This is an optimization exercise on Yosys and OpenROAD, whose aim is small area, a short achievable clock period and few clock cycles, not a production implementation.
Where RTL was checked, it was by simulation tests only, not by an equivalence proof against the original.
The RTL of runs 1 to 5 was laid out without a check of its function.
No activity file was given, so power comes from the tool's default toggle rates.

==> design/flow/design.v <==
`timescale 1ns / 1ps
package tcp_pkg;
    localparam logic [3:0] ST_START  = 4'd0;
    localparam logic [3:0] ST_KE     = 4'd1;    
    localparam logic [3:0] ST_KD     = 4'd2;    
    localparam logic [3:0] ST_KS     = 4'd3;    
    localparam logic [3:0] ST_KST    = 4'd4;    
    localparam logic [3:0] ST_KSE    = 4'd5;    
    localparam logic [3:0] ST_KT     = 4'd6;    
    localparam logic [3:0] ST_REJ    = 4'd7;    
    localparam logic [3:0] ST_EN_OK  = 4'd8;    
    localparam logic [3:0] ST_DIS_OK = 4'd9;    
    localparam logic [3:0] ST_SL     = 4'd10;   
    localparam logic [3:0] ST_SI     = 4'd11;   
    localparam logic [3:0] ST_SF     = 4'd12;   
    localparam logic [3:0] ST_TL     = 4'd13;   
    localparam logic [3:0] ST_TI     = 4'd14;   
    localparam logic [7:0] CH_NUL   = 8'h00;
    localparam logic [7:0] CH_TAB   = 8'h09;
    localparam logic [7:0] CH_LF    = 8'h0A;
    localparam logic [7:0] CH_VT    = 8'h0B;
    localparam logic [7:0] CH_FF    = 8'h0C;
    localparam logic [7:0] CH_CR    = 8'h0D;
    localparam logic [7:0] CH_SPACE = 8'h20;
    localparam logic [7:0] CH_PLUS  = 8'h2B;
    localparam logic [7:0] CH_MINUS = 8'h2D;
    localparam logic [7:0] CH_DOT   = 8'h2E;
endpackage
`timescale 1ns / 1ps
`timescale 1ns / 1ps
module tcp_padd #(
    parameter int N    = 32,
    parameter int ARCH = 0,
    parameter int GX_POS = 2
) (
    input  logic [N-1:0] a,
    input  logic [N-1:0] b,
    input  logic         cin,
    input  logic         gx,       
    output logic [N-1:0] s
);
    localparam int L = $clog2(N);
    logic [N-1:0] p0;
    logic [N-1:0] gg [0:2*L];
    logic [N-1:0] pp [0:2*L];
    logic [N-1:0] c;
    always_comb
    begin
        p0 = a ^ b;
        gg[0] = a & b;
        pp[0] = p0;
        gg[0][0] = (a[0] & b[0]) | (p0[0] & cin);
        gg[0][GX_POS] = gg[0][GX_POS] | gx;
        if (ARCH == 0)
        begin
            for (int l = 0; l < L; l++)
            begin
                gg[l+1] = gg[l];
                pp[l+1] = pp[l];
                for (int i = 0; i < N; i++)
                    if (((i >> l) & 1) == 1)
                    begin
                        gg[l+1][i] = gg[l][i] | (pp[l][i] & gg[l][((i >> l) << l) - 1]);
                        pp[l+1][i] = pp[l][i] & pp[l][((i >> l) << l) - 1];
                    end
            end
            for (int l = L; l < 2 * L; l++)
            begin
                gg[l+1] = gg[l];
                pp[l+1] = pp[l];
            end
        end
        else if (ARCH == 2)
        begin
            for (int l = 0; l < L; l++)
            begin
                gg[l+1] = gg[l];
                pp[l+1] = pp[l];
                for (int i = 0; i < N; i++)
                    if (i >= (1 << l))
                    begin
                        gg[l+1][i] = gg[l][i] | (pp[l][i] & gg[l][i - (1 << l)]);
                        pp[l+1][i] = pp[l][i] & pp[l][i - (1 << l)];
                    end
            end
            for (int l = L; l < 2 * L; l++)
            begin
                gg[l+1] = gg[l];
                pp[l+1] = pp[l];
            end
        end
        else
        begin
            for (int l = 0; l < L; l++)
            begin
                gg[l+1] = gg[l];
                pp[l+1] = pp[l];
                for (int i = 0; i < N; i++)
                    if ((((i + 1) % (2 << l)) == 0))
                    begin
                        gg[l+1][i] = gg[l][i] | (pp[l][i] & gg[l][i - (1 << l)]);
                        pp[l+1][i] = pp[l][i] & pp[l][i - (1 << l)];
                    end
            end
            for (int l = L - 2; l >= 0; l--)
            begin
                gg[2*L-1-l] = gg[2*L-2-l];
                pp[2*L-1-l] = pp[2*L-2-l];
                for (int i = 0; i < N; i++)
                    if ((((i + 1) % (2 << l)) == (1 << l)) && (i > (1 << l)))
                    begin
                        gg[2*L-1-l][i] = gg[2*L-2-l][i] | (pp[2*L-2-l][i] & gg[2*L-2-l][i - (1 << l)]);
                        pp[2*L-1-l][i] = pp[2*L-2-l][i] & pp[2*L-2-l][i - (1 << l)];
                    end
            end
        end
        c[0] = cin;
        for (int i = 1; i < N; i++)
            c[i] = gg[2*L-1][i-1];
        s = p0 ^ c;
    end
endmodule
`timescale 1ns / 1ps
module text_command_line_parser_top #(
    parameter int MAX_LINE_CHARS = 63
) (
    input  logic        clk,
    input  logic        rst_n,
    input  logic        rx_valid,
    output logic        rx_ready,
    input  logic [7:0]  rx_byte,
    output logic        cmd_valid,
    input  logic        cmd_ready,
    output logic [1:0]  cmd_kind,
    output logic [31:0] pitch_centideg,
    output logic [31:0] turn_rate_hz
);
    logic       bv;
    logic [7:0] b;
    logic       rdy;
    logic [3:0] st;
    logic [3:0] st_n;
    logic       ended;
    logic       ended_n;
    logic [5:0] cnt;
    logic [5:0] cnt_n;
    logic [31:0] acc;
    logic        neg;
    logic        neg_n;
    logic        ovf;
    logic [1:0]  frac;
    logic [1:0]  frac_n;
    logic [1:0]  scl;
    logic [1:0]  scl_n;
    logic        nstep;
    logic        nstep_n;
    logic        post;        
    logic        negsel;      
    logic        selS;        
    logic        selT;        
    logic       vld;
    logic       vld_n;
    logic [1:0] okind;
    logic stall;
    logic fire;
    logic is_lf;
    logic is_digit;
    logic is_blank;
    logic is_sign;
    logic is_set;
    logic lead;
    logic kw_state;
    logic [7:0] exp_ch;
    logic kw_last;
    logic num_init;
    logic dig_step;
    logic emit;
    logic emit_now;
    logic [1:0] emit_kind;
    logic [1:0] emit_scl;
    logic is_num;
    assign stall = vld && (cnt >= 6'd4);
    assign fire  = bv && !stall;
    assign is_lf    = (b == tcp_pkg::CH_LF);
    assign is_digit = (b[7:4] == 4'h3) && (b[3:0] <= 4'd9);
    assign is_blank = (b == tcp_pkg::CH_SPACE) || (b == tcp_pkg::CH_TAB) ||
                      (b == tcp_pkg::CH_VT) || (b == tcp_pkg::CH_FF);
    assign is_sign  = (b == tcp_pkg::CH_PLUS) || (b == tcp_pkg::CH_MINUS);
    assign is_set   = (st == tcp_pkg::ST_SL) || (st == tcp_pkg::ST_SI) || (st == tcp_pkg::ST_SF);
    assign is_num   = is_set || (st == tcp_pkg::ST_TL) || (st == tcp_pkg::ST_TI);
    assign lead     = (st == tcp_pkg::ST_SL) || (st == tcp_pkg::ST_TL);
    assign kw_state = (st == tcp_pkg::ST_KE) || (st == tcp_pkg::ST_KD) || (st == tcp_pkg::ST_KST) ||
                      (st == tcp_pkg::ST_KSE) || (st == tcp_pkg::ST_KT);
    always_comb
    begin
        exp_ch  = 8'h00;
        kw_last = 1'b0;
        unique case (st)
            tcp_pkg::ST_KE:
            begin
                unique case (cnt[2:0])
                    3'd1: exp_ch = "N";
                    3'd2: exp_ch = "A";
                    3'd3: exp_ch = "B";
                    3'd4: exp_ch = "L";
                    3'd5: exp_ch = "E";
                    default: exp_ch = 8'h00;
                endcase
                kw_last = (cnt[2:0] == 3'd5);
            end
            tcp_pkg::ST_KD:
            begin
                unique case (cnt[2:0])
                    3'd1: exp_ch = "I";
                    3'd2: exp_ch = "S";
                    3'd3: exp_ch = "A";
                    3'd4: exp_ch = "B";
                    3'd5: exp_ch = "L";
                    3'd6: exp_ch = "E";
                    default: exp_ch = 8'h00;
                endcase
                kw_last = (cnt[2:0] == 3'd6);
            end
            tcp_pkg::ST_KST:
            begin
                exp_ch  = cnt[0] ? "P" : "O";
                kw_last = cnt[0];
            end
            tcp_pkg::ST_KSE:
            begin
                unique case (cnt[3:0])
                    4'd2: exp_ch = "T";
                    4'd3: exp_ch = "P";
                    4'd4: exp_ch = "O";
                    4'd5: exp_ch = "I";
                    4'd6: exp_ch = "N";
                    4'd7: exp_ch = "T";
                    4'd8: exp_ch = " ";
                    default: exp_ch = 8'h00;
                endcase
                kw_last = (cnt[3:0] == 4'd8);
            end
            tcp_pkg::ST_KT:
            begin
                unique case (cnt[2:0])
                    3'd1: exp_ch = "U";
                    3'd2: exp_ch = "R";
                    3'd3: exp_ch = "N";
                    3'd4: exp_ch = " ";
                    default: exp_ch = 8'h00;
                endcase
                kw_last = (cnt[2:0] == 3'd4);
            end
            default: ;
        endcase
    end
    always_comb
    begin
        emit      = 1'b0;
        emit_kind = 2'd0;
        emit_scl  = 2'd0;
        unique case (st)
            tcp_pkg::ST_EN_OK:  begin emit = 1'b1; emit_kind = 2'd0; end
            tcp_pkg::ST_DIS_OK: begin emit = 1'b1; emit_kind = 2'd1; end
            tcp_pkg::ST_SL, tcp_pkg::ST_SI, tcp_pkg::ST_SF:
            begin
                emit = 1'b1; emit_kind = 2'd2; emit_scl = 2'd2 - frac;
            end
            tcp_pkg::ST_TL, tcp_pkg::ST_TI: begin emit = 1'b1; emit_kind = 2'd3; end
            default: ;
        endcase
    end
    assign emit_now = fire && is_lf && emit;
    always_comb
    begin
        st_n     = st;
        ended_n  = ended;
        cnt_n    = cnt;
        neg_n    = neg;
        frac_n   = frac;
        num_init = 1'b0;
        dig_step = 1'b0;
        if (fire && b != tcp_pkg::CH_CR)
        begin
            if (is_lf || cnt == 6'(MAX_LINE_CHARS))
            begin
                st_n    = tcp_pkg::ST_START;
                ended_n = 1'b0;
                cnt_n   = '0;
            end
            else
            begin
                cnt_n = cnt + 6'd1;
                if (ended || st == tcp_pkg::ST_REJ)
                begin
                end
                else if (b == tcp_pkg::CH_NUL)
                begin
                    ended_n = 1'b1;
                end
                else if (st == tcp_pkg::ST_START)
                begin
                    if (b == "E")      st_n = tcp_pkg::ST_KE;
                    else if (b == "D") st_n = tcp_pkg::ST_KD;
                    else if (b == "S") st_n = tcp_pkg::ST_KS;
                    else if (b == "T") st_n = tcp_pkg::ST_KT;
                    else               st_n = tcp_pkg::ST_REJ;
                end
                else if (st == tcp_pkg::ST_KS)
                begin
                    if (b == "T")      st_n = tcp_pkg::ST_KST;
                    else if (b == "E") st_n = tcp_pkg::ST_KSE;
                    else               st_n = tcp_pkg::ST_REJ;
                end
                else if (kw_state)
                begin
                    if (b != exp_ch)
                        st_n = tcp_pkg::ST_REJ;
                    else if (kw_last)
                    begin
                        unique case (st)
                            tcp_pkg::ST_KE:  st_n = tcp_pkg::ST_EN_OK;
                            tcp_pkg::ST_KSE: st_n = tcp_pkg::ST_SL;
                            tcp_pkg::ST_KT:  st_n = tcp_pkg::ST_TL;
                            default:         st_n = tcp_pkg::ST_DIS_OK;
                        endcase
                        if (st == tcp_pkg::ST_KSE || st == tcp_pkg::ST_KT)
                        begin
                            num_init = 1'b1;
                            neg_n    = 1'b0;
                            frac_n   = 2'd0;
                        end
                    end
                end
                else if (st == tcp_pkg::ST_EN_OK || st == tcp_pkg::ST_DIS_OK)
                begin
                    st_n = tcp_pkg::ST_REJ;
                end
                else if (st == tcp_pkg::ST_SF)
                begin
                    if (is_digit)
                    begin
                        if (frac != 2'd2)
                        begin
                            dig_step = 1'b1;
                            frac_n   = frac + 2'd1;
                        end
                    end
                    else
                        ended_n = 1'b1;
                end
                else
                begin
                    if (is_digit)
                    begin
                        dig_step = 1'b1;
                        st_n     = is_set ? tcp_pkg::ST_SI : tcp_pkg::ST_TI;
                    end
                    else if (is_set && b == tcp_pkg::CH_DOT)
                        st_n = tcp_pkg::ST_SF;
                    else if (lead && is_blank)
                    begin
                    end
                    else if (lead && is_sign)
                    begin
                        neg_n = (b == tcp_pkg::CH_MINUS);
                        st_n  = is_set ? tcp_pkg::ST_SI : tcp_pkg::ST_TI;
                    end
                    else
                        ended_n = 1'b1;
                end
            end
        end
    end
    logic scl_step;
    logic neg_step;
    logic sat_step;
    logic post_n;
    logic post_fin;
    logic num_post;
    assign sat_step = post && ovf;
    assign scl_step = post && !ovf && (scl != 2'd0);
    assign neg_step = negsel;
    assign num_post = is_num && (ovf || neg || (is_set && frac != 2'd2));
    always_comb
    begin
        scl_n    = scl;
        nstep_n  = nstep;
        post_n   = post;
        post_fin = 1'b0;
        if (post)
        begin
            if (scl_step)
                scl_n = scl - 2'd1;
            else
            begin
                post_fin = 1'b1;
                post_n   = 1'b0;
                scl_n    = 2'd0;
                nstep_n  = 1'b0;
            end
        end
        else if (emit_now && num_post)
        begin
            post_n  = 1'b1;
            scl_n   = is_set ? 2'd2 - frac : 2'd0;
            nstep_n = neg;
        end
        vld_n = (vld && !cmd_ready) || post_fin || (emit_now && !num_post);
    end
    logic [3:0]  e;
    logic [34:0] add_a;
    logic [34:0] add_b;
    logic [34:0] add_s;
    assign e     = post ? 4'd0 : b[3:0];
    assign add_a = neg_step ? {3'b000, ~acc} : {1'b0, acc[30:0], e[2:0]};
    assign add_b = neg_step ? 35'd0 : {3'b000, acc[30:0], 1'b0};
    tcp_padd #(
        .N      (35),
        .ARCH   (1),
        .GX_POS (2)
    ) u_add (
        .a   (add_a),
        .b   (add_b),
        .cin (neg_step),
        .gx  (e[3]),
        .s   (add_s)
    );
    always_ff @(posedge clk)
    begin
        if (num_init)
        begin
            acc <= '0;
            ovf <= 1'b0;
        end
        else if (sat_step)
            acc <= {neg, {31{!neg}}};
        else if (dig_step || scl_step)
        begin
            acc <= add_s[31:0];
            if (|add_s[34:31])
                ovf <= 1'b1;
        end
        else if (neg_step)
            acc <= add_s[31:0];
        neg  <= neg_n;
        frac <= frac_n;
        if (emit_now)
        begin
            okind <= emit_kind;
            selS  <= (emit_kind == 2'd2);
            selT  <= (emit_kind == 2'd3);
        end
        if (rdy)
            b <= rx_byte;
    end
    always_ff @(posedge clk or negedge rst_n)
    begin
        if (!rst_n)
        begin
            bv    <= 1'b0;
            rdy   <= 1'b1;
            st    <= tcp_pkg::ST_START;
            ended <= 1'b0;
            cnt   <= '0;
            scl   <= 2'd0;
            nstep <= 1'b0;
            post  <= 1'b0;
            negsel <= 1'b0;
            vld   <= 1'b0;
        end
        else
        begin
            if (rdy)
                bv <= rx_valid;
            else if (fire)
                bv <= 1'b0;
            rdy   <= !(vld && !cmd_ready && (cnt >= 6'd3));
            st    <= st_n;
            ended <= ended_n;
            cnt   <= cnt_n;
            scl   <= scl_n;
            nstep <= nstep_n;
            post  <= post_n;
            negsel <= post_n && nstep_n && (scl_n == 2'd0);
            vld   <= vld_n;
        end
    end
    assign rx_ready  = rdy;
    assign cmd_valid = vld;
    assign cmd_kind  = okind;
    assign pitch_centideg = acc & {32{selS}};
    assign turn_rate_hz   = acc & {32{selT}};
endmodule
==> design/flow/run.sh <==
#!/bin/bash
# synth_recipe.tcl (not shown) runs the flow's synth.tcl, then flattens the netlist and writes it again
# the make line also repeats each setting of config.mk as NAME=value (left out here)
make -C /OpenROAD-flow-scripts/flow DESIGN_CONFIG=/design/flow/config.mk WORK_HOME=/design/flow/orfs CLKGATE_MAP_FILE= SYNTH_SCRIPT=/design/flow/synth_recipe.tcl finish
==> design/flow/config.mk <==
export PLATFORM = sky130hd
export DESIGN_NAME = text_command_line_parser_top
export DESIGN_NICKNAME = text_command_line_parser_top
export VERILOG_FILES = /design/flow/design.v
export SDC_FILE = /design/flow/constraint.sdc
export NUM_CORES = 4
export LEC_CHECK = 0
export CAP_MARGIN = 20
export CORE_MARGIN = 2
export CORE_UTILIZATION = 40
export SLEW_MARGIN = 20
==> design/flow/constraint.sdc <==
create_clock -name core_clock -period 12.0 [get_ports {clk}]
set_input_delay 2.4000 -clock core_clock [delete_from_list [all_inputs] [get_ports {clk}]]
set_output_delay 2.4000 -clock core_clock [all_outputs]
set_load 0.01 [all_outputs]
==> impl_metrics.csv, run 1 <==
group,metric,value,unit
outcome,outcome,"timing/DRC/antenna clean",
sta,finalCritPeriodShare,38.5,%
sta,tns,0,ns
routing,drt_first_pass_iters,5,
yosys,ys.flop_type,"dfxtp_1",
sta,max_freq,0.217,GHz
clock_network,post_cts_buffers,0,
power,combPwrFrac,47.3,%
global_route,antenna_found_initial,1,
hold_path,holdPathStages,2,
clock_network,cts-root-buf,"clkbuf_16",
yosys,yosysTopAreaCell,"dfxtp_1",
die,dieHeight,131,µm
yosys,synthCells,800,
sta,fin_crit,4.62,ns
yosys,synth_fp_nets,866,
critical_path,startpoint,"negsel",
yosys,synth_area,6490,µm²
yosys,yosys-top-cells-count,"nand2_1 (72), and2_1 (66), a21oi_1 (53)",
sta,relSlewSlack,36.4,%
sta,slew_violations,0,
power,p_leak,0.00316,µW
sta,rsz0062_at_grt,"false",
hold_path,hp-start,"acc[10]",
routing,wl,18.2,mm
global_route,grt_start_max_net_pins,34,
power,p_sw_share,42.0,%
critical_path,worst_setup_path_end_kind,"register",
routing,antenna_left,0,
critical_path,crit_type,"register to register",
clock_network,worstSkewPairLatency,0.34,ns
clock_network,cts_sinks,67,
die,initial_core_util,40.9,%
power,p_sw,503,µW
critical_path,cp.arrival,4.88,ns
clock_network,clock_path_buffers,2,
clock_network,cts_made_buffers,9,
sta,finalSetupViolations,0,
die,num_io_pins,80,
sta,setup_slack,7.38,ns
yosys,post_synth.cell_area_avg,8.12,µm²
power,p_clk_share,22.0,%
yosys,synthArstFlopShare,28.4,%
cells_and_area,area_growth,17.4,%
hold_path,holdCritPathClass,"register to register",
yosys,synth_seq_cells,67,
yosys,yosysWarnings,4,
die,rows,46,
power,power.total,1200,µW
placement,post-place-ws,7.46,ns
global_route,gr-usage-all-layers,20.8,%
routing,vias,6055,
yosys,synthDistinctLibCells,83,
global_route,grt.overflow.total,0,
routing,detail_route.wl_per_cell,17.1,µm
die,dieArea,17300,µm²
yosys,synth-edff-count,15,
cells_and_area,final_nets,909,
clock_network,cts_tree,"built",
power,pwr-share-seq,30.7,%
routing,drt_iter0_markers,504,
routing,route.detailed.drc,0,
power,internal_power,693,µW
global_route,grt_pass1_vias,5760,
placement,port_buffers,79,
sta,hold_violations,0,
yosys,yosysMostFrequentCell,"nand2_1",
yosys,ys_top_cells_by_area,"dfxtp_1 (10%), ha_1 (7.5%), dfrtp_1 (6.9%)",
critical_path,critPathMaxFanout,27,
die,die_w,131,µm
clock_network,htreeDepth,3,
clock_network,ctsResizeCount,0,
critical_path,ff2ff_path_depth,17,
yosys,seq_area_frac_synth,24.5,%
sta,fin_skew,0.00653,ns
placement,gp_congestion,0.916,
sta,worst_slew_pin_slew,0.954,ns
sta,whs,0.496,ns
power,p_per_area,157,nW/µm²
cells_and_area,antenna_cells,0,
clock_network,clk_pin_slew,0.06,ns
critical_path,critPathRequiredTime,12.26,ns
job,drv_cap,0,
die,coreArea,15900,µm²
power,ir_drop,93.3,µV
placement,hpwl,13.4,mm
routing,viasPerCell,5.69,
critical_path,cp-start-kind,"register",
critical_path,reg2reg_from,"negsel",
cells_and_area,drive_gt1_share,7.08,%
global_route,grt_pass1_wl,29.7,mm
clock_network,holdBufCountCts,0,
yosys,synth_top_area_share,10.2,%
[cell usage in the layout (no fill, tap or decap), types with 5 or more instances in the layout]
cell type,count
a211oi_1,20
a21o_1,18
a21oi_1,53
a31oi_1,8
and2_1,66
and3_1,5
buf_4,7
clkbuf_16,9
clkdlybuf4s50_1,79
dfrtp_1,18
dfxtp_1,33
edfxtp_1,15
fa_1,15
ha_1,39
inv_1,39
nand2_1,72
nand2b_1,14
nand3_1,13
nand4_1,8
nor2_1,51
nor2b_1,37
nor3_1,15
nor3_2,18
o211a_1,5
o211ai_1,10
o21ai_0,33
o21bai_1,22
o22ai_1,8
o31ai_1,7
xnor2_1,14
xor2_1,10
[routing by layer]
| layer | wire length, µm | global-route usage [%] | vias to the layer above |
|---|---|---|---|
| met5 | 0 | 0 | - |
| met4 | 276 | 5.62 | 0 |
| met3 | 1080 | 3.13 | 27 |
| met2 | 8060 | 32.0 | 218 |
| met1 | 8760 | 30.4 | 2867 |
| li1 | - | - | 2943 |
[per-stage QoR]
| stage | util (%) | area (µm²) | cells |
|---|---|---|---|
| after global routing | 48.0 | 7620 | 1064 |
| after detailed placement | 46.2 | 7340 | 1048 |
| after CTS | 48.0 | 7620 | 1064 |
| after global placement | 46.2 | 7340 | 1048 |
| after floorplan | - | 6490 | 800 |
| final | 48.0 | 7620 | 1064 |
[sequential cells by signal, indices dropped and copies added, names as in the netlist, 2 cells and up, named ones only]
register and flops:
acc 31, b 8, cnt 6, frac 2
okind 2, scl 2, st 4
[power by group through the flow]
stage | Combinational, µW | Clock, µW | Sequential (µW)
after detailed placement | 562 | 0 | 370
after floorplan | 450 | 0 | 313
after CTS | 565 | 267 | 365
after global routing | 629 | 277 | 378
final | 566 | 263 | 367
after global placement | 549 | 0 | 369
[worst max-delay path, cell delays in order (launching register included)]
cell and delay (ns):
dfrtp_1 0.37, inv_1 0.30, buf_4 0.35, o21ai_0 0.19, ha_1 0.35, nand4_1 0.14, or3_1 0.37, o211ai_1 0.37
a211oi_1 0.12, o31ai_1 0.43, a211o_1 0.26, a31oi_1 0.12, fa_1 0.38, xnor2_1 0.24, nor2_1 0.09, o2111ai_1 0.20
a31oi_1 0.07, nor3_1 0.18
[final timing paths]
path | to | slack [ns]
worst max-delay path | ovf | 7.38
max in group asynchronous | scl[0] | 8.85
worst min register to register | acc[10] | 0.50
min in group asynchronous | st[1] | 2.58
worst min-delay path | acc[10] | 0.50
worst max register to register | ovf | 7.38
[layout make-up]
| type | instances | area, µm² |
|---|---|---|
| Clock inverter | 4 | 43.8 |
| Multi-Input combinational cell | 638 | 4490 |
| Tap cell | 216 | 270 |
| Fill cell | 1577 | 8260 |
| Clock buffer | 12 | 236 |
| Timing Repair Buffer | 86 | 843 |
| Sequential cell | 67 | 1590 |
| Inverter | 41 | 154 |
[logic make-up (layout without fill, tap and decap cells)]
logic type / after synthesis / in the layout / share of synthesized area [%]
AND/OR/NAND/NOR: 333 / 333 / 29.6
adder cells (fa/ha/maj): 54 / 54 / 12.1
AO/OA/AOI/OAI: 222 / 222 / 23.3
multiplexers: 5 / 5 / 0.790
buffers and inverters: 95 / 143 / 6.51
flip-flops: 67 / 67 / 24.5
XOR/XNOR: 24 / 24 / 3.24
==> run 2: changes to the inputs <==
==> design/flow/flow/run.sh (new file) <==
#!/bin/bash
# Standard ORFS layout (same SDC and clock period). Ports get buf_2 buffers instead of
# the default pick, and timing repair aims for setup slack 7.5 ns at the design's period.
set -euo pipefail
bash standard.sh "BUFFER_PORTS_ARGS=-buffer_cell sky130_fd_sc_hd__buf_2" SETUP_SLACK_MARGIN=7.5 finish > standard_flow.log 2>&1
==> design/flow/standard.sh (new file) <==
#!/bin/bash
# synth_recipe.tcl (not shown) runs the flow's synth.tcl, then flattens the netlist and writes it again
# the make line also repeats each setting of config.mk as NAME=value (left out here)
make -C /OpenROAD-flow-scripts/flow DESIGN_CONFIG=/design/flow/config.mk WORK_HOME=/design/flow/orfs CLKGATE_MAP_FILE= SYNTH_SCRIPT=/design/flow/synth_recipe.tcl "${@:-finish}"
removed: design/flow/run.sh
==> impl_metrics.csv, run 2 <==
group,metric,value,unit
routing,drt_iter0_markers,476,
clock_network,htreeDepth,3,
die,num_io_pins,80,
clock_network,cts_tree,"built",
routing,route.detailed.drc,0,
yosys,synthArstFlopShare,28.4,%
sta,finalCritPeriodShare,34.7,%
routing,antenna_left,0,
routing,detail_route.wl_per_cell,16.4,µm
global_route,antenna_found_initial,0,
cells_and_area,largest-register,"acc",
critical_path,cp.arrival,4.37,ns
placement,gp_congestion,0.890,
sta,max_freq,0.240,GHz
global_route,grt_pass1_vias,5514,
critical_path,cp-start-kind,"register",
clock_network,cts_sinks,67,
sta,rsz0062_at_grt,"false",
placement,post-place-ws,7.19,ns
cells_and_area,final_nets,914,
critical_path,worst_setup_path_end_kind,"register",
sta,tns,0,ns
yosys,ys_top_cells_by_area,"dfxtp_1 (10%), ha_1 (7.5%), dfrtp_1 (6.9%)",
die,dieArea,17300,µm²
global_route,grt_pass1_wl,28.8,mm
yosys,synthCells,800,
critical_path,ff2ff_path_depth,18,
die,coreArea,15900,µm²
critical_path,crit_type,"register to register",
global_route,grt.overflow.total,0,
yosys,synth_top_area_share,10.2,%
sta,setup_slack,7.83,ns
critical_path,ff2ff_setup_slack,7.83,ns
yosys,seq_area_frac_synth,24.5,%
die,dieHeight,131,µm
sta,slew_violations,0,
yosys,synthDistinctLibCells,83,
power,p_leak,0.00334,µW
yosys,synth-edff-count,15,
yosys,synth_area,6490,µm²
die,initial_core_util,40.9,%
sta,whs,0.504,ns
critical_path,critPathRequiredTime,12.21,ns
routing,drt_first_pass_iters,5,
cells_and_area,top_regs,"acc x31, b x8, cnt x6",
yosys,yosysTopAreaCell,"dfxtp_1",
outcome,outcome,"timing/DRC/antenna clean",
job,drv_cap,0,
cells_and_area,largest_reg_flops,31,
clock_network,clk_pin_slew,0.06,ns
yosys,post_synth.cell_area_avg,8.12,µm²
clock_network,cts_made_buffers,9,
yosys,synth_seq_cells,67,
yosys,synth_fp_nets,866,
placement,hpwl,12.3,mm
routing,viasPerCell,5.56,
power,p_per_area,160,nW/µm²
cells_and_area,layout_common_cells,"buf_2 (79), nand2_1 (72), and2_1 (66)",
sta,fin_skew,0.00603,ns
die,rows,46,
sta,hold_violations,0,
sta,finalSetupViolations,0,
power,ir_drop,109,µV
hold_path,holdPathStages,1,
clock_network,worstSkewPairLatency,0.34,ns
yosys,yosysWarnings,4,
routing,wl,17.5,mm
sta,worst_slew_pin_slew,1.01,ns
global_route,grt_start_max_net_pins,35,
sta,relSlewSlack,32.5,%
clock_network,cts-root-buf,"clkbuf_16",
clock_network,holdBufCountCts,0,
yosys,yosys-top-cells-count,"nand2_1 (72), and2_1 (66), a21oi_1 (53)",
sta,fin_crit,4.17,ns
global_route,gr-usage-all-layers,20.3,%
yosys,yosysMostFrequentCell,"nand2_1",
critical_path,critPathMaxFanout,34,
cells_and_area,drive_gt1_share,17.5,%
yosys,ys.flop_type,"dfxtp_1",
clock_network,clock_path_buffers,2,
die,die_w,131,µm
cells_and_area,final_common_cell,"buf_2",
cells_and_area,area_growth,12.8,%
routing,vias,5950,
placement,port_buffers,79,
hold_path,holdCritPathClass,"register to register",
[run 2: cell counts after synthesis]
No cell type changed its count.
[run 2: cell type report]
class                   instances  area (µm²)
flip-flops and latches         67        1590
fillers                      1596        8560
repair inverters                1        7.51
inverters                      41         158
clock buffers                  14         274
diodes                          1        2.50
repair buffers                 90         494
clock inverters                 2        35.0
multi-input cells             638        4500
well taps                     216         270
[run 2: through the flow]
stage / total power, µW / cells / utilization (%) / area [µm²]
3_5_place_dp: 891 / 1048 / 43.7 / 6950
6_report: 1170 / 1070 / 46.1 / 7320
3_3_place_gp: 893 / 1048 / 43.7 / 6950
5_1_grt: 1270 / 1069 / 46.1 / 7320
4_1_cts: 1170 / 1068 / 45.9 / 7290
2_1_floorplan: 764 / 800 / - / 6490
[run 2: metal layers]
layer / vias to the layer above / global-route usage [%] / share of wire, %
met4: 0 / 6.28 / 1.5
met3: 19 / 3.36 / 5.0
li1: 2957 / - / -
met5: - / 0 / 0
met1: 2794 / 29.7 / 50
met2: 180 / 30.4 / 43
[run 2: what timing repair did]
item,in CTS,in global routing
gates resized for setup,2,6
pin swaps,0,3
setup endpoints to repair,3,4
cloned,1,0
hold endpoints to repair,0,0
buffers inserted,3,1
[run 2: power by group]
part	total (µW)	switching, µW	leakage [µW]	internal (µW)
Clock	277	99.6	0.000153	178
Sequential	379	102	0.000653	277
Combinational	517	289	0.00253	227
Total	1170	491	0.00334	682
[run 2: final timing paths]
check	start	endpoint
min in group asynchronous	rst_n	cnt[1]
worst min register to register	cnt[5]	cnt[5]
worst max register to register	negsel	ovf
worst max-delay path	negsel	ovf
max in group asynchronous	rst_n	rdy
worst min-delay path	cnt[5]	cnt[5]
[run 2: cell families (layout without fill, tap and decap cells)]
logic type / Yosys count / after routing / share of synthesized area, %
AO/OA/AOI/OAI: 222 / 222 / 23.3
XOR/XNOR: 24 / 24 / 3.24
adder cells (fa/ha/maj): 54 / 54 / 12.1
buffers and inverters: 95 / 148 / 6.51
flip-flops: 67 / 67 / 24.5
multiplexers: 5 / 5 / 0.790
other: 0 / 1 / 0
AND/OR/NAND/NOR: 333 / 333 / 29.6
[run 2: critical path: stages (launching register included)]
cell and delay, ns:
dfrtp_1 0.39, buf_12 0.17, clkinvlp_4 0.15, buf_6 0.21
o21bai_1 0.09, ha_1 0.34, nand4_1 0.15, or3_1 0.37
o211ai_1 0.33, a211oi_2 0.09, o31ai_2 0.28, a211o_1 0.25
a31oi_1 0.13, fa_1 0.39, xnor2_1 0.15, nor2_1 0.14
o2111ai_1 0.12, a31oi_1 0.19, nor3_1 0.07
==> run 3: changes to the inputs <==
==> design/flow/flow/run.sh (replaced) <==
#!/bin/bash
# Standard ORFS layout (same SDC and clock period). Ports get buf_2 buffers instead of
# the default pick, and timing repair aims for setup slack 8.5 ns at the design's period.
set -euo pipefail
bash standard.sh "BUFFER_PORTS_ARGS=-buffer_cell sky130_fd_sc_hd__buf_2" SETUP_SLACK_MARGIN=8.5 finish > standard_flow.log 2>&1
==> impl_metrics.csv, run 3 <==
group,metric,value,unit
outcome,outcome,"timing/DRC/antenna clean",
yosys,synth-simple-area-share,29.6,%
clock_network,clk_pin_slew,0.06,ns
yosys,synthCells,800,
clock_network,cts_sinks,67,
sta,finalCritPeriodShare,32.4,%
power,p_per_area,153,nW/µm²
cells_and_area,fillers,1547,
power,ir_drop,90.8,µV
placement,port_buffers,79,
critical_path,critPathMaxFanout,8,
routing,viasPerCell,5.68,
clock_network,cts_made_buffers,9,
global_route,grt_pass1_wl,30.2,mm
sta,tns,0,ns
yosys,post_synth.cell_area_avg,8.12,µm²
yosys,synth_seq_cells,67,
critical_path,worst_setup_path_end_kind,"register",
placement,hpwl,12.3,mm
sta,hold_violations,0,
hold_path,holdCritPathClass,"register to register",
critical_path,critPathRequiredTime,12.21,ns
routing,vias,6225,
cells_and_area,final_nets,941,
critical_path,cp.arrival,4.10,ns
routing,antenna_left,0,
cells_and_area,top_regs,"acc x31, b x8, cnt x6",
sta,relSlewSlack,21.7,%
die,die_w,131,µm
routing,route.detailed.drc,0,
cells_and_area,area_growth,24.4,%
yosys,synth_top_area_share,10.2,%
cells_and_area,antenna_cells,0,
yosys,ys.flop_type,"dfxtp_1",
clock_network,clock_path_buffers,2,
yosys,yosysTopAreaCell,"dfxtp_1",
yosys,synth-edff-count,15,
placement,gp_congestion,0.869,
global_route,grt_use_met2,32.0,%
cells_and_area,largest-register,"acc",
placement,post-place-ws,7.46,ns
global_route,gr-usage-all-layers,21.3,%
die,dieArea,17300,µm²
cells_and_area,drive_gt1_share,28.6,%
sta,fin_skew,0.00801,ns
clock_network,cts-root-buf,"clkbuf_16",
die,coreArea,15900,µm²
yosys,yosysWarnings,4,
yosys,synth-xor-area-share,3.24,%
yosys,seq_area_frac_synth,24.5,%
yosys,synthDistinctLibCells,83,
yosys,ys_top_cells_by_area,"dfxtp_1 (10%), ha_1 (7.5%), dfrtp_1 (6.9%)",
die,initial_core_util,40.9,%
global_route,grt.overflow.total,0,
yosys,synth_area,6490,µm²
global_route,antenna_found_initial,0,
sta,worst_slew_pin_slew,1.17,ns
global_route,grt_pass1_vias,5718,
clock_network,holdBufCountCts,0,
sta,fin_crit,3.89,ns
cells_and_area,largest_reg_flops,31,
global_route,grt_use_met3,2.78,%
critical_path,crit_type,"register to register",
die,dieHeight,131,µm
global_route,grt_busiest_layer,"met2",
cells_and_area,final_common_cell,"nand2_1",
routing,drt_first_pass_iters,5,
yosys,synthMuxAreaShare,0.790,%
job,drv_cap,0,
critical_path,cp-start-kind,"register",
sta,setup_slack,8.11,ns
yosys,yosys-top-cells-count,"nand2_1 (72), and2_1 (66), a21oi_1 (53)",
global_route,met1_usage,31.5,%
cells_and_area,final-seq-area,1590,µm²
yosys,synthArstFlopShare,28.4,%
clock_network,htreeDepth,3,
global_route,grt_start_max_net_pins,34,
yosys,synth_adder_area_share,12.1,%
cells_and_area,layout_common_cells,"nand2_1 (71), a21oi_1 (50), buf_2 (50)",
yosys,synth-compound-area-share,23.3,%
die,num_io_pins,80,
sta,max_freq,0.257,GHz
yosys,yosysMostFrequentCell,"nand2_1",
clock_network,cts_tree,"built",
yosys,synth_top_family_by_area,"simple AND/OR/NAND/NOR gates",
routing,detail_route.wl_per_cell,17.5,µm
cells_and_area,multi_input_area,4780,µm²
sta,rsz0062_at_grt,"true",
die,rows,46,
clock_network,worstSkewPairLatency,0.34,ns
routing,wl,19.2,mm
power,p_leak,0.00360,µW
sta,slew_violations,0,
yosys,synth_fp_nets,866,
routing,drt_iter0_markers,421,
sta,finalSetupViolations,0,
==> run 3: layout make-up <==
class,instances,area share [%]
tap,216,3.35
timing repair buffer,116,11.9
clock inverter,6,0.511
clock buffer,10,2.96
sequential,67,19.7
inverter,41,2.11
multi-input combinational,638,59.2
timing repair inverter,2,0.217
==> run 3: kinds of logic (layout without fill, tap and decap cells) <==
logic type | Yosys count | count (layout)
mux | 5 | 5
compound gates | 222 | 222
xor+xnor | 24 | 24
simple gates | 333 | 333
fa+ha+maj | 54 | 54
buf+inv | 95 | 175
flops | 67 | 67
==> run 3: critical path: stages (launching register included) <==
cell and delay (ns):
dfrtp_2 0.44, buf_12 0.14, clkbuf_16 0.15, nor2b_1 0.15
inv_1 0.10, o21ai_2 0.11, ha_4 0.17, nand4_1 0.11
or3_1 0.38, o211ai_1 0.16, buf_4 0.16, a211oi_4 0.04
o31ai_4 0.22, a211o_1 0.23, a31oi_2 0.12, fa_2 0.41
xnor2_2 0.15, nor2_2 0.12, o2111ai_1 0.12, a31oi_1 0.19
nor3_1 0.07
==> run 3: per-stage QoR <==
stage | utilization, % | hold WS, ns | cell area (µm²) | total power, µW | std cells
after CTS | 47.6 | 0.499 | 7570 | 1170 | 1084
after global placement | 44.0 | 0.487 | 6980 | 901 | 1049
after detailed placement | 44.0 | 0.490 | 6980 | 897 | 1049
after floorplan | - | 0.452 | 6560 | 766 | 800
after global routing | 50.8 | 0.521 | 8080 | 1330 | 1096
final | 50.8 | 0.499 | 8080 | 1240 | 1096
==> run 3: routing by layer <==
| metal | routed length, µm | share of wire [%] |
|---|---|---|
| met2 | 8620 | 45 |
| met4 | 361 | 1.9 |
| met3 | 863 | 4.5 |
| met5 | 0 | 0 |
| met1 | 9300 | 49 |
==> run 3: where the power goes <==
part	switching (µW)	internal (µW)	leakage, µW
combinational	338	283	0.00282
sequential	84.6	278	0.000648
clock	107	145	0.000130
==> run 3: what timing repair did <==
action,in CTS,in global routing
setup endpoints to repair,88,101
resized for setup,31,94
pin swaps,12,17
buffers inserted,16,9
cloned,3,3
==> run 3: path summary, 6_finish.rpt <==
kind / start / endpoint / slack, ns / depth (start not counted)
max reg2reg: negsel / ovf / 8.11 / 20
min reg2reg: scl[0] / scl[0] / 0.50 / 1
min: scl[0] / scl[0] / 0.50 / 1
max in group asynchronous: rst_n / negsel / 9.62 / 1
max: negsel / ovf / 8.11 / 20
min in group asynchronous: rst_n / vld / 2.02 / 1
==> run 4: changes to the inputs <==
==> design/flow/flow/run.sh (replaced) <==
#!/bin/bash
# Standard ORFS layout (same SDC and clock period). Ports get buf_1 buffers, and
# timing repair aims for setup slack 7.5 ns at the design's period.
set -euo pipefail
bash standard.sh "BUFFER_PORTS_ARGS=-buffer_cell sky130_fd_sc_hd__buf_1" SETUP_SLACK_MARGIN=7.5  finish > standard_flow.log 2>&1
==> impl_metrics.csv, run 4 <==
group,metric,value,unit
global_route,antenna_found_initial,0,
routing,route.detailed.drc,0,
clock_network,worstSkewPairLatency,0.34,ns
yosys,yosysWarnings,4,
sta,whs,0.496,ns
yosys,yosys-top-cells-count,"nand2_1 (72), and2_1 (66), a21oi_1 (53)",
routing,detail_route.wl_per_cell,16.1,µm
placement,port_buffers,79,
sta,max_freq,0.235,GHz
sta,finalCritPeriodShare,35.4,%
placement,gp_congestion,0.892,
sta,fin_skew,0.00971,ns
yosys,synthArstFlopShare,28.4,%
sta,tns,0,ns
cells_and_area,antenna_cells,0,
clock_network,holdBufCountCts,0,
hold_path,holdCritPathClass,"register to register",
global_route,gr-usage-all-layers,20.0,%
critical_path,critPathRequiredTime,12.21,ns
yosys,yosysTopAreaCell,"dfxtp_1",
routing,antenna_left,0,
placement,hpwl,12.2,mm
routing,drt_iter0_markers,570,
critical_path,cp.arrival,4.45,ns
critical_path,cp-start-kind,"register",
yosys,synthCells,800,
yosys,synth_area,6490,µm²
cells_and_area,area_growth,11.1,%
sta,setup_slack,7.75,ns
die,initial_core_util,40.9,%
die,num_io_pins,80,
die,coreArea,15900,µm²
yosys,synth_fp_nets,866,
yosys,seq_area_frac_synth,24.5,%
cells_and_area,drive_gt1_share,7.98,%
sta,hold_violations,0,
critical_path,worst_setup_path_end_kind,"register",
clock_network,cts_made_buffers,9,
cells_and_area,final_common_cell,"buf_1",
routing,viasPerCell,5.54,
clock_network,cts-root-buf,"clkbuf_16",
yosys,synthDistinctLibCells,83,
clock_network,cts_tree,"built",
job,drv_cap,0,
sta,worst_slew_pin_slew,0.954,ns
critical_path,crit_type,"register to register",
clock_network,clk_pin_slew,0.06,ns
sta,fin_crit,4.25,ns
die,dieHeight,131,µm
global_route,grt_pass1_wl,28.4,mm
power,p_per_area,161,nW/µm²
cells_and_area,largest-register,"acc",
cells_and_area,top_regs,"acc x31, b x8, cnt x6",
sta,finalSetupViolations,0,
cells_and_area,final_nets,913,
die,rows,46,
clock_network,htreeDepth,3,
yosys,post_synth.cell_area_avg,8.12,µm²
yosys,ys_top_cells_by_area,"dfxtp_1 (10%), ha_1 (7.5%), dfrtp_1 (6.9%)",
critical_path,critPathMaxFanout,33,
yosys,synth_seq_cells,67,
cells_and_area,layout_common_cells,"buf_1 (79), nand2_1 (72), and2_1 (66)",
power,p_leak,0.00302,µW
global_route,grt_pass1_vias,5369,
outcome,outcome,"timing/DRC/antenna clean",
power,ir_drop,102,µV
routing,drt_first_pass_iters,5,
cells_and_area,largest_reg_flops,31,
sta,relSlewSlack,36.4,%
routing,vias,5915,
sta,slew_violations,0,
global_route,grt_start_max_net_pins,34,
routing,wl,17.2,mm
yosys,synth-edff-count,15,
clock_network,cts_sinks,67,
yosys,yosysMostFrequentCell,"nand2_1",
global_route,grt.overflow.total,0,
yosys,synth_top_area_share,10.2,%
clock_network,clock_path_buffers,2,
cells_and_area,fillers,1640,
sta,rsz0062_at_grt,"false",
placement,post-place-ws,7.18,ns
die,die_w,131,µm
die,dieArea,17300,µm²
yosys,ys.flop_type,"dfxtp_1",
## run 4: cell type report
| type | count | area [µm²] | area share, % |
|---|---|---|---|
| Sequential cell | 67 | 1590 | 22.0 |
| Clock buffer | 13 | 250 | 3.47 |
| Multi-Input combinational cell | 638 | 4510 | 62.5 |
| Tap cell | 216 | 270 | 3.75 |
| Timing Repair Buffer | 90 | 403 | 5.58 |
| Clock inverter | 3 | 40.0 | 0.555 |
| Inverter | 41 | 158 | 2.19 |
## run 4: cell families after synthesis
| family | share of synthesized area (%) |
|---|---|
| compound gates | 23.3 |
| xor+xnor | 3.24 |
| buf+inv | 6.51 |
| fa+ha+maj | 12.1 |
| simple gates | 29.6 |
| flops | 24.5 |
| mux | 0.790 |
## run 4: through the flow
| step | instances | utilization, % | instance area (µm²) | total power (µW) |
|---|---|---|---|---|
| after detailed placement | 1049 | 43.1 | 6850 | 887 |
| after global routing | 1068 | 45.4 | 7210 | 1250 |
| after floorplan | 800 | - | 6490 | 764 |
| after global placement | 1049 | 43.1 | 6850 | 889 |
| after CTS | 1066 | 45.1 | 7160 | 1160 |
| final | 1068 | 45.4 | 7210 | 1160 |
## run 4: path summary, 6_finish.rpt
check | from | to | slack [ns] | depth (start not counted)
worst max-delay path | negsel | ovf | 7.75 | 19
worst min-delay path | acc[10] | acc[10] | 0.50 | 2
worst max register to register | negsel | ovf | 7.75 | 19
worst min register to register | acc[10] | acc[10] | 0.50 | 2
max in group asynchronous | rst_n | rdy | 9.70 | 2
min in group asynchronous | rst_n | cnt[1] | 2.02 | 2
## run 4: what timing repair did
action | in CTS | in global routing
endpoints found under the setup margin | 5 | 5
resized for setup | 2 | 8
gates cloned | 0 | 0
setup buffers | 1 | 1
pin swaps | 0 | 5
## run 4: worst max-delay path: stages, from the launching register on
cell	delay [ns]
dfrtp_1	0.37
buf_12	0.20
clkinvlp_4	0.12
buf_6	0.18
nand2_1	0.07
o22ai_1	0.09
fa_1	0.44
a211o_1	0.32
o311ai_4	0.26
o211ai_1	0.20
a211oi_2	0.25
o31ai_2	0.12
a211o_1	0.36
a31oi_1	0.22
fa_1	0.21
xnor2_1	0.09
nor2_1	0.16
o2111ai_1	0.14
a31oi_1	0.20
nor3_1	0.07
## run 4: power by group
group / switching, µW / internal (µW) / leakage (µW)
clock network: 99.5 / 166 / 0.000144
logic: 308 / 222 / 0.00222
registers: 85.0 / 277 / 0.000653
total: 493 / 665 / 0.00302
## run 4: routing by layer
layer  vias to the layer above  GRT usage (%)  part of all wire, %
li1                       2949              -                    -
met5                         -              0                    0
met2                       172           29.5                   43
met3                        15           3.09                  4.5
met4                         0           5.25                  1.2
met1                      2779           30.1                   51
==> run 5: changes to the inputs <==
==> design/flow/flow/run.sh (replaced) <==
#!/bin/bash
# Standard ORFS layout (same SDC and clock period). Ports get buf_1 buffers, and
# timing repair aims for setup slack 7.5 ns at the design's period.
set -euo pipefail
bash standard.sh "BUFFER_PORTS_ARGS=-buffer_cell sky130_fd_sc_hd__buf_1" SETUP_SLACK_MARGIN=7.5 "CTS_BUF_LIST=sky130_fd_sc_hd__clkbuf_4 sky130_fd_sc_hd__clkbuf_8" finish > standard_flow.log 2>&1
==> impl_metrics.csv, run 5 <==
group,metric,value,unit
routing,antenna_left,0,
critical_path,crit_type,"register to register",
cells_and_area,antenna_cells,0,
power,pwr-share-seq,33.3,%
routing,wl,17.3,mm
global_route,antenna_found_initial,0,
yosys,synth_area,6490,µm²
yosys,synth_top_area_share,10.2,%
placement,post-place-ws,7.18,ns
sta,setup_slack,7.76,ns
sta,slew_violations,0,
clock_network,htreeDepth,3,
global_route,grt_start_max_net_pins,34,
sta,finalCritPeriodShare,35.3,%
clock_network,cts_made_buffers,9,
sta,finalSetupViolations,0,
power,p_per_area,152,nW/µm²
routing,drt_iter0_markers,513,
yosys,synth_fp_nets,866,
sta,relSlewSlack,36.4,%
critical_path,cp.arrival,4.46,ns
yosys,yosysTopAreaCell,"dfxtp_1",
cells_and_area,instances_no_fill,1069,
sta,tns,0,ns
outcome,outcome,"timing/DRC/antenna clean",
power,p_clk_share,18.1,%
clock_network,clock_path_buffers,2,
routing,detail_route.wl_per_cell,16.2,µm
power,combPwrFrac,48.6,%
die,num_io_pins,80,
cells_and_area,area_growth,10.2,%
yosys,ys_top_cells_by_area,"dfxtp_1 (10%), ha_1 (7.5%), dfrtp_1 (6.9%)",
routing,drt_first_pass_iters,5,
yosys,synth_seq_cells,67,
placement,hpwl,12.2,mm
power,p_leak,0.00299,µW
global_route,grt.overflow.total,0,
critical_path,cp-start-kind,"register",
critical_path,critical-path-slowest-cell,"dfrtp_2",
hold_path,holdCritPathClass,"register to register",
yosys,synthDistinctLibCells,83,
critical_path,path_cells,"buf_12 -> clkinvlp_4 -> buf_8 -> nand2_1 -> o22ai_1 -> fa_1 -> a211o_1 -> o311ai_4 -> o211ai_1 -> a211oi_2 -> o31ai_2 -> a211o_1 -> a31oi_1 -> fa_1 -> xnor2_1 -> nor2_1 -> o2111ai_1 -> a31oi_1 -> nor3_1",
critical_path,critPathMaxFanout,26,
cells_and_area,top_regs,"acc x31, b x8, cnt x6",
yosys,synthArstFlopShare,28.4,%
cells_and_area,layout_common_cells,"buf_1 (79), nand2_1 (72), and2_1 (66)",
clock_network,clk_pin_slew,0.08,ns
placement,gp_congestion,0.892,
power,power.total,1090,µW
die,initial_core_util,40.9,%
critical_path,worst_setup_path_end_kind,"register",
routing,vias,5954,
die,dieArea,17300,µm²
cells_and_area,largest_reg_flops,31,
sta,max_freq,0.236,GHz
yosys,yosysMostFrequentCell,"nand2_1",
power,ir_drop,83.7,µV
die,die_w,131,µm
die,dieHeight,131,µm
sta,rsz0062_at_grt,"false",
routing,viasPerCell,5.57,
global_route,gr-usage-all-layers,19.8,%
die,coreArea,15900,µm²
yosys,synth-edff-count,15,
yosys,synthCells,800,
sta,hold_violations,0,
power,p_sw_share,44.3,%
power,internal_power,607,µW
cells_and_area,largest-register,"acc",
yosys,ys.flop_type,"dfxtp_1",
clock_network,cts-root-buf,"clkbuf_8",
sta,fin_crit,4.24,ns
clock_network,cts_sinks,67,
die,rows,46,
power,p_sw,483,µW
global_route,grt_pass1_vias,5381,
yosys,post_synth.cell_area_avg,8.12,µm²
routing,route.detailed.drc,0,
yosys,seq_area_frac_synth,24.5,%
clock_network,cts_tree,"built",
clock_network,holdBufCountCts,0,
global_route,grt_pass1_wl,28.3,mm
cells_and_area,final_common_cell,"buf_1",
placement,dpl.cell_count,1049,
job,drv_cap,0,
cells_and_area,drive_gt1_share,8.56,%
yosys,yosys-top-cells-count,"nand2_1 (72), and2_1 (66), a21oi_1 (53)",
placement,port_buffers,79,
clock_network,worstSkewPairLatency,0.36,ns
sta,fin_skew,0.0136,ns
cells_and_area,final_nets,914,
yosys,yosysWarnings,4,
critical_path,max_stage_delay,0.45,ns
sta,worst_slew_pin_slew,0.953,ns
critical_path,critPathRequiredTime,12.22,ns
cells_and_area,fillers,1643,
## run 5: cell types whose count changed in the layout (fill, tap and decap cells not counted)
| cell | before | now |
|---|---|---|
| clkbuf_8 | 1 | 10 |
| clkbuf_16 | 9 | 1 |
| clkbuf_1 | 3 | 0 |
| clkbuf_4 | 0 | 3 |
| buf_6 | 1 | 0 |
| buf_8 | 1 | 2 |
| dfrtp_1 | 18 | 17 |
| dfrtp_2 | 0 | 1 |
## run 5: cell families after synthesis
family / share of synthesized area, %
AO/OA/AOI/OAI: 23.3
AND/OR/NAND/NOR: 29.6
multiplexers: 0.790
adder cells (fa/ha/maj): 12.1
flip-flops: 24.5
XOR/XNOR: 3.24
buffers and inverters: 6.51
## run 5: metal layers
| layer | track usage [%] | vias up | routed length, µm | share of wire (%) |
|---|---|---|---|---|
| li1 | - | 2949 | - | - |
| met2 | 29.6 | 196 | 7460 | 43 |
| met1 | 30.0 | 2793 | 8840 | 51 |
| met3 | 2.62 | 16 | 845 | 4.9 |
| met5 | 0 | - | 0 | 0 |
| met4 | 5.25 | 0 | 197 | 1.1 |
## run 5: per-stage QoR
step | cell area [µm²] | hold slack (ns) | utilization (%)
5_1_grt | 7150 | 0.534 | 45.0
2_1_floorplan | 6490 | 0.452 | -
4_1_cts | 7070 | 0.505 | 44.5
6_report | 7150 | 0.501 | 45.0
3_5_place_dp | 6850 | 0.496 | 43.1
3_3_place_gp | 6850 | 0.491 | 43.1
## run 5: layout make-up
class	count	area, µm²	area share, %
Clock buffer	13	160	2.24
Sequential cell	67	1590	22.2
Tap cell	216	270	3.78
Clock inverter	3	40.0	0.560
Inverter	41	158	2.20
Timing Repair Buffer	91	432	6.03
Multi-Input combinational cell	638	4510	63.0
## run 5: timing repair
action,CTS,global route
resized for setup,4,8
pin swaps,0,5
setup endpoints to repair,5,3
setup buffers,1,1
gates cloned,0,1
## run 5: worst max-delay path, delay by kind of cell, from the launching register on
kind | cells | cell delay (ns)
AO/OA/AOI/OAI | 10 | 2.15
flip-flops | 1 | 0.45
adder cells (fa/ha/maj) | 2 | 0.65
XOR/XNOR | 1 | 0.09
buffers and inverters | 3 | 0.44
AND/OR/NAND/NOR | 3 | 0.30
## run 5: worst paths after layout
path / slack, ns / startpoint / end / depth (start not counted)
worst min register to register: 0.50 / acc[10] / acc[10] / 2
min in group asynchronous: 2.00 / rst_n / cnt[1] / 2
worst max-delay path: 7.76 / negsel / ovf / 19
max in group asynchronous: 9.72 / rst_n / rdy / 2
worst min-delay path: 0.50 / acc[10] / acc[10] / 2
worst max register to register: 7.76 / negsel / ovf / 19
## run 5: power by group through the flow
stage | Combinational (µW) | Sequential (µW) | Clock, µW
after floorplan | 450 | 313 | 0
after global placement | 523 | 366 | 0
after detailed placement | 521 | 366 | 0
after CTS | 525 | 360 | 204
after global routing | 602 | 373 | 211
final | 530 | 363 | 197
==> run 6: changes to the inputs <==
--- a/design/flow/design.v
+++ b/design/flow/design.v
@@ -39,3 +39,4 @@
     input  logic         gx,       
-    output logic [N-1:0] s
+    output logic [N-1:0] s,
+    output logic         cout
 );
@@ -120,2 +121,3 @@
         s = p0 ^ c;
+        cout = gg[2*L-1][N-1];
     end
@@ -137,2 +139,3 @@
 );
+    localparam int ADD_ARCH = 0;    
     logic       bv;
@@ -411,19 +414,25 @@
     logic [3:0]  e;
-    logic [34:0] add_a;
-    logic [34:0] add_b;
-    logic [34:0] add_s;
+    logic [30:0] add_a;
+    logic [30:0] add_b;
+    logic [30:0] add_s;
+    logic        add_c;
+    logic        ovf_new;
+    logic [31:0] acc_new;
     assign e     = post ? 4'd0 : b[3:0];
-    assign add_a = neg_step ? {3'b000, ~acc} : {1'b0, acc[30:0], e[2:0]};
-    assign add_b = neg_step ? 35'd0 : {3'b000, acc[30:0], 1'b0};
+    assign add_a = neg_step ? ~acc[30:0] : {acc[27:0], e[2:0]};
+    assign add_b = neg_step ? 31'd0 : {acc[29:0], 1'b0};
     tcp_padd #(
-        .N      (35),
-        .ARCH   (1),
+        .N      (31),
+        .ARCH   (ADD_ARCH),
         .GX_POS (2)
     ) u_add (
-        .a   (add_a),
-        .b   (add_b),
-        .cin (neg_step),
-        .gx  (e[3]),
-        .s   (add_s)
+        .a    (add_a),
+        .b    (add_b),
+        .cin  (neg_step),
+        .gx   (e[3]),
+        .s    (add_s),
+        .cout (add_c)
     );
+    assign ovf_new = add_c || (|acc[30:28]);
+    assign acc_new = {neg_step ? !add_c : add_c, add_s};
     always_ff @(posedge clk)
@@ -439,4 +448,4 @@
         begin
-            acc <= add_s[31:0];
-            if (|add_s[34:31])
+            acc <= acc_new;
+            if (ovf_new)
                 ovf <= 1'b1;
@@ -444,3 +453,3 @@
         else if (neg_step)
-            acc <= add_s[31:0];
+            acc <= acc_new;
         neg  <= neg_n;
==> design/flow/flow/run.sh (replaced) <==
#!/bin/bash
# Standard ORFS layout (same SDC and clock period). Ports get buf_2 buffers, and
# timing repair aims for setup slack 7.5 ns at the design's period.
set -euo pipefail
bash standard.sh "BUFFER_PORTS_ARGS=-buffer_cell sky130_fd_sc_hd__buf_2" SETUP_SLACK_MARGIN=7.5 "CTS_BUF_LIST=sky130_fd_sc_hd__clkbuf_4 sky130_fd_sc_hd__clkbuf_8" finish > standard_flow.log 2>&1
==> impl_metrics.csv, run 6 <==
group,metric,value,unit
cells_and_area,drive_gt1_share,15.2,%
sta,finalSetupViolations,0,
clock_network,clk_pin_slew,0.07,ns
yosys,synthArstFlopShare,28.4,%
yosys,yosysWarnings,4,
critical_path,cp-start-kind,"register",
yosys,synth-simple-area-share,31.2,%
placement,gp_congestion,0.914,
yosys,synth-compound-area-share,23.5,%
yosys,seq_area_frac_synth,25.5,%
global_route,antenna_found_initial,0,
critical_path,rr_endpoint,"frac[1]",
sta,hold_violations,0,
yosys,synth_top_family_by_area,"simple AND/OR/NAND/NOR gates",
yosys,synthDistinctLibCells,85,
yosys,synth-xor-area-share,4.62,%
yosys,synth_seq_cells,67,
outcome,outcome,"timing/DRC/antenna clean",
cells_and_area,layout_common_cells,"buf_2 (79), and2_1 (70), nor2_1 (67)",
die,coreArea,15200,µm²
yosys,synth_adder_area_share,8.89,%
critical_path,reg2reg_from,"cnt[2]",
power,pwr-share-seq,30.5,%
critical_path,critPathMaxFanout,32,
yosys,ys.flop_type,"dfxtp_1",
job,drv_cap,0,
hold_path,holdPathStages,1,
die,rows,45,
critical_path,critPathRequiredTime,9.60,ns
power,combPwrFrac,54.5,%
global_route,grt.overflow.total,0,
die,dieArea,16600,µm²
power,p_leak,0.00313,µW
clock_network,worstSkewPairLatency,0.38,ns
sta,relSlewSlack,43.8,%
routing,viasPerCell,5.77,
routing,routed.top_layer,"met4",
global_route,grt_pass1_wl,28.2,mm
yosys,synth_area,6220,µm²
cells_and_area,design_area,6880,µm²
cells_and_area,fillers,1529,
cells_and_area,area_growth,10.6,%
clock_network,holdBufCountCts,0,
die,initial_core_util,40.9,%
die,num_io_pins,80,
routing,vias,5951,
power,p_per_area,179,nW/µm²
placement,post_dp_cell_area,6670,µm²
placement,port_buffers,79,
critical_path,crit_type,"register to output pin",
yosys,ys_top_cells_by_area,"dfxtp_1 (11%), ha_1 (7.4%), dfrtp_1 (7.2%)",
sta,finalCritPeriodShare,33.6,%
placement,post-place-ws,7.63,ns
global_route,grt_start_max_net_pins,37,
cells_and_area,largest_reg_flops,31,
die,die_w,129,µm
critical_path,cp.arrival,1.63,ns
power,ir_drop,102,µV
sta,slew_violations,0,
hold_path,hold_path_end,"scl[0]",
cells_and_area,antenna_cells,0,
clock_network,cts-root-buf,"clkbuf_8",
hold_path,holdCritPathClass,"register to register",
critical_path,ff2ff_path_depth,11,
yosys,synth_top_area_share,10.6,%
power,internal_power,664,µW
yosys,yosysTopAreaCell,"dfxtp_1",
cells_and_area,final-seq-area,1590,µm²
yosys,synthMuxAreaShare,1.03,%
routing,met2_length,7.76,mm
clock_network,htreeDepth,3,
power,p_clk_share,15.0,%
routing,drt-met1-wl,8.42,mm
cells_and_area,top_regs,"acc x31, b x8, cnt x6",
yosys,synthCells,793,
cells_and_area,final_nets,891,
power,p_sw_share,46.0,%
placement,hpwl,12.4,mm
routing,detail_route.wl_per_cell,16.9,µm
sta,setup_slack,7.97,ns
cells_and_area,final_common_cell,"buf_2",
die,dieHeight,129,µm
clock_network,clock_path_buffers,2,
cells_and_area,largest-register,"acc",
critical_path,ff2ff_setup_slack,8.03,ns
cells_and_area,multi_input_area,4310,µm²
sta,tns,0,ns
power,p_sw,566,µW
global_route,gr-usage-all-layers,21.4,%
yosys,synth_fp_nets,846,
routing,drt_first_pass_iters,6,
yosys,post_synth.cell_area_avg,7.85,µm²
global_route,grt_pass1_vias,5351,
routing,wl_met3,1.06,mm
clock_network,cts_made_buffers,9,
sta,rsz0062_at_grt,"false",
routing,antenna_left,0,
yosys,synth-edff-count,15,
clock_network,cts_tree,"built",
sta,max_freq,0.248,GHz
sta,fin_skew,0.0186,ns
hold_path,hp-start,"scl[0]",
sta,worst_slew_pin_slew,0.843,ns
sta,fin_crit,4.03,ns
routing,drt_iter0_markers,529,
routing,wl,17.5,mm
yosys,yosysMostFrequentCell,"and2_1",
clock_network,cts_sinks,67,
critical_path,worst_setup_path_end_kind,"output pin",
routing,route.detailed.drc,0,
yosys,yosys-top-cells-count,"and2_1 (70), nor2_1 (67), a21oi_1 (53)",
-- run 6: logic make-up after synthesis --
family,after synthesis
compound gates,216
xor+xnor,32
fa+ha+maj,42
buf+inv,79
flops,67
mux,6
simple gates,351
-- run 6: power by group through the flow --
stage | clock network, µW | logic [µW] | registers, µW
floorplan | 0 | 555 | 322
global placement | 0 | 664 | 378
detailed placement | 0 | 662 | 378
CTS | 189 | 665 | 374
global route | 199 | 745 | 387
finish | 184 | 671 | 375
-- run 6: worst max path at each step --
stage | endpoint | slack [ns] | cells past startpoint | start
6_report | pitch_centideg[31] | 7.97 | 2 | selS
5_1_grt | frac[1] | 7.76 | 11 | cnt[2]
4_1_cts | acc[31] | 7.61 | 13 | negsel
3_5_place_dp | acc[31] | 7.63 | 13 | negsel
3_3_place_gp | acc[30] | 7.74 | 13 | negsel
2_1_floorplan | frac[0] | 8.53 | 13 | cnt[0]
-- run 6: repair_timing --
action	in CTS	in global routing
buffers inserted	0	2
resized for setup	0	3
endpoints found under the setup margin	0	11
-- run 6: final cells by class --
| cell class | instances | share of cell area [%] |
|---|---|---|
| clock buffer | 12 | 2.31 |
| tap | 188 | 3.42 |
| sequential | 67 | 23.1 |
| inverter | 25 | 1.42 |
| multi-input combinational | 647 | 62.7 |
| timing repair buffer | 87 | 6.62 |
| timing repair inverter | 1 | 0.109 |
| clock inverter | 4 | 0.364 |
-- run 6: metal layers --
layer | vias up | global-route usage [%]
met5 | - | 0
met4 | 0 | 6.65
met3 | 18 | 3.74
met2 | 200 | 32.2
met1 | 2792 | 31.1
li1 | 2941 | -
-- run 6: worst max-delay path, stage by stage, from the launching register on --
cell	delay, ns
edfxtp_1	0.90
and2_1	0.23
buf_2	0.13
-- run 6: per-stage QoR --
step	hold WS (ns)	total power, µW	util [%]	cells
2_1_floorplan	0.443	877	-	793
3_3_place_gp	0.474	1040	43.8	1012
3_5_place_dp	0.466	1040	43.9	1012
4_1_cts	0.477	1230	45.1	1028
5_1_grt	0.533	1330	45.3	1031
6_report	0.475	1230	45.3	1031
Testbench counts of run 6, summed over its fixed seeds: cycles 40,726.
==> run 7: changes to the inputs <==
==> design/flow/flow/run.sh (replaced) <==
#!/bin/bash
# Standard ORFS layout (same SDC and clock period). Ports get buf_2 buffers, and
# timing repair aims for setup slack 8.0 ns at the design's period.
set -euo pipefail
bash standard.sh "BUFFER_PORTS_ARGS=-buffer_cell sky130_fd_sc_hd__buf_2" SETUP_SLACK_MARGIN=8.0 "CTS_BUF_LIST=sky130_fd_sc_hd__clkbuf_4 sky130_fd_sc_hd__clkbuf_8" finish > standard_flow.log 2>&1
==> impl_metrics.csv, run 7 <==
group,metric,value,unit
job,drv_cap,0,
sta,hold_violations,0,
die,die_w,129,µm
cells_and_area,layout_common_cells,"buf_2 (79), and2_1 (70), nor2_1 (67)",
power,p_per_area,178,nW/µm²
global_route,antenna_found_initial,0,
clock_network,holdBufCountCts,0,
clock_network,clk_pin_slew,0.09,ns
critical_path,cp-start-kind,"register",
clock_network,cts_sinks,67,
die,initial_core_util,40.9,%
cells_and_area,top_regs,"acc x31, b x8, cnt x6",
routing,viasPerCell,5.78,
die,rows,45,
yosys,yosysMostFrequentCell,"and2_1",
clock_network,cts-root-buf,"clkbuf_8",
global_route,grt_pass1_wl,28.7,mm
cells_and_area,drive_gt1_share,16.3,%
clock_network,clock_path_buffers,2,
placement,gp_congestion,0.914,
cells_and_area,area_growth,11.6,%
sta,tns,0,ns
yosys,yosys-top-cells-count,"and2_1 (70), nor2_1 (67), a21oi_1 (53)",
yosys,synthCells,793,
routing,drt_iter0_markers,577,
cells_and_area,antenna_cells,0,
sta,rsz0062_at_grt,"true",
power,ir_drop,102,µV
yosys,synth_seq_cells,67,
yosys,synthDistinctLibCells,85,
yosys,synth_area,6220,µm²
critical_path,critPathBufInv,1,
global_route,grt.overflow.total,0,
power,p_leak,0.00316,µW
critical_path,max_stage_delay,0.61,ns
placement,port_buffers,79,
cells_and_area,fillers,1518,
yosys,synth_fp_nets,846,
critical_path,critPathRequiredTime,12.08,ns
hold_path,holdCritPathClass,"register to register",
global_route,grt_pass1_vias,5411,
yosys,yosysTopAreaCell,"dfxtp_1",
sta,finalCritPeriodShare,31.0,%
critical_path,worst_setup_path_end_kind,"register",
clock_network,cts_tree,"built",
die,dieArea,16600,µm²
global_route,grt_start_max_net_pins,38,
global_route,gr-usage-all-layers,21.9,%
placement,post-place-ws,7.63,ns
yosys,seq_area_frac_synth,25.5,%
sta,fin_crit,3.72,ns
routing,drt_first_pass_iters,6,
cells_and_area,instances_no_fill,1037,
clock_network,cts_made_buffers,9,
critical_path,cp.arrival,3.80,ns
sta,max_freq,0.269,GHz
clock_network,htreeDepth,3,
die,num_io_pins,80,
clock_network,worstSkewPairLatency,0.38,ns
routing,antenna_left,0,
sta,slew_violations,0,
placement,hpwl,12.4,mm
yosys,synth-edff-count,15,
yosys,ys_top_cells_by_area,"dfxtp_1 (11%), ha_1 (7.4%), dfrtp_1 (7.2%)",
yosys,post_synth.cell_area_avg,7.85,µm²
cells_and_area,final_common_cell,"buf_2",
placement,dpl.cell_count,1012,
die,dieHeight,129,µm
sta,finalSetupViolations,0,
routing,route.detailed.drc,0,
sta,fin_skew,0.0188,ns
cells_and_area,largest_reg_flops,31,
critical_path,crit_top_cell,"or3_1",
sta,worst_slew_pin_slew,0.809,ns
die,coreArea,15200,µm²
critical_path,critPathMaxFanout,22,
sta,setup_slack,8.28,ns
routing,detail_route.wl_per_cell,17.3,µm
critical_path,crit_type,"register to register",
yosys,synthArstFlopShare,28.4,%
critical_path,path_cells,"inv_1 -> ha_1 -> or3_1 -> o32a_1 -> a311oi_2 -> xor2_1 -> nand3_2 -> o41ai_1 -> o211ai_1 -> or3_1 -> nor2_1",
outcome,outcome,"timing/DRC/antenna clean",
routing,wl,17.9,mm
yosys,synth_top_area_share,10.6,%
yosys,ys.flop_type,"dfxtp_1",
cells_and_area,final_nets,897,
cells_and_area,final_core_util,45.7,%
sta,relSlewSlack,46.0,%
yosys,yosysWarnings,4,
critical_path,critical-path-slowest-cell,"dfrtp_2",
routing,vias,5999,
critical_path,critPathTopFamily,"simple AND/OR/NAND/NOR gates",
cells_and_area,largest-register,"acc",
[run 7: cell counts after synthesis]
No cell type changed its count.
[run 7: area by class of cell]
| class | instances | area (µm²) | share of cell area (%) |
|---|---|---|---|
| Sequential cell | 67 | 1590 | 22.9 |
| Tap cell | 188 | 235 | 3.39 |
| Clock buffer | 12 | 159 | 2.29 |
| Inverter | 25 | 97.6 | 1.41 |
| Timing Repair inverter | 1 | 7.51 | 0.108 |
| Multi-Input combinational cell | 647 | 4320 | 62.3 |
| Clock inverter | 4 | 25.0 | 0.360 |
| Timing Repair Buffer | 93 | 504 | 7.26 |
[run 7: kinds of logic (layout without fill, tap and decap cells)]
group	after synthesis	after routing	synth area share, %
and+or+nand+nor	351	351	31.2
adders and majority gates	42	42	8.89
muxes	6	6	1.03
AOI/OAI and AO/OA	216	216	23.5
xor gates and xnor gates	32	32	4.63
buffers and inverters	79	135	5.27
DFF	67	67	25.5
[run 7: metrics by stage]
stage | cell area, µm² | hold slack [ns] | power [µW]
2_1_floorplan | 6220 | 0.443 | 877
3_3_place_gp | 6660 | 0.474 | 1040
3_5_place_dp | 6670 | 0.466 | 1040
4_1_cts | 6910 | 0.477 | 1230
5_1_grt | 6940 | 0.533 | 1330
6_report | 6940 | 0.472 | 1240
[run 7: metal layers]
layer / global-route usage, % / routed length [µm] / up-vias
met2: 33.1 / 7980 / 212
met1: 31.8 / 8630 / 2807
li1: - / - / 2961
met5: 0 / 0 / -
met3: 3.74 / 1020 / 19
met4: 7.10 / 302 / 0
[run 7: power breakdown]
group / total (µW) / switching [µW] / internal (µW) / leakage, µW
Sequential: 376 / 93.2 / 283 / 0.000653
Combinational: 675 / 380 / 295 / 0.00242
Clock: 184 / 96.3 / 88.0 / 0.0000918
Total: 1240 / 569 / 666 / 0.00316
[run 7: what timing repair did]
| action | in CTS | in global routing |
|---|---|---|
| gates cloned | 1 | 0 |
| pin swaps | 0 | 1 |
| setup buffers | 6 | 2 |
| endpoints found under the setup margin | 79 | 26 |
| resized for setup | 2 | 7 |
[run 7: final timing paths]
check                       start  endpoint  slack [ns]  depth (start not counted)
min                        scl[0]    scl[0]        0.47                          1
max                        cnt[2]   frac[1]        8.28                         11
max reg2reg                cnt[2]   frac[1]        8.28                         11
min reg2reg                scl[0]    scl[0]        0.47                          1
min in group asynchronous   rst_n     st[2]        1.97                          1
max in group asynchronous   rst_n    cnt[2]        9.66                          1

Re-timed with assumed drivers on the ports (clkbuf_16 on the clock, buf_2 on other inputs), run 7 has 8.277 ns of setup slack against 8.277 ns with ideal ports, and 8.277 ns once port delays also move by the mid clock arrival of 0.402 ns.
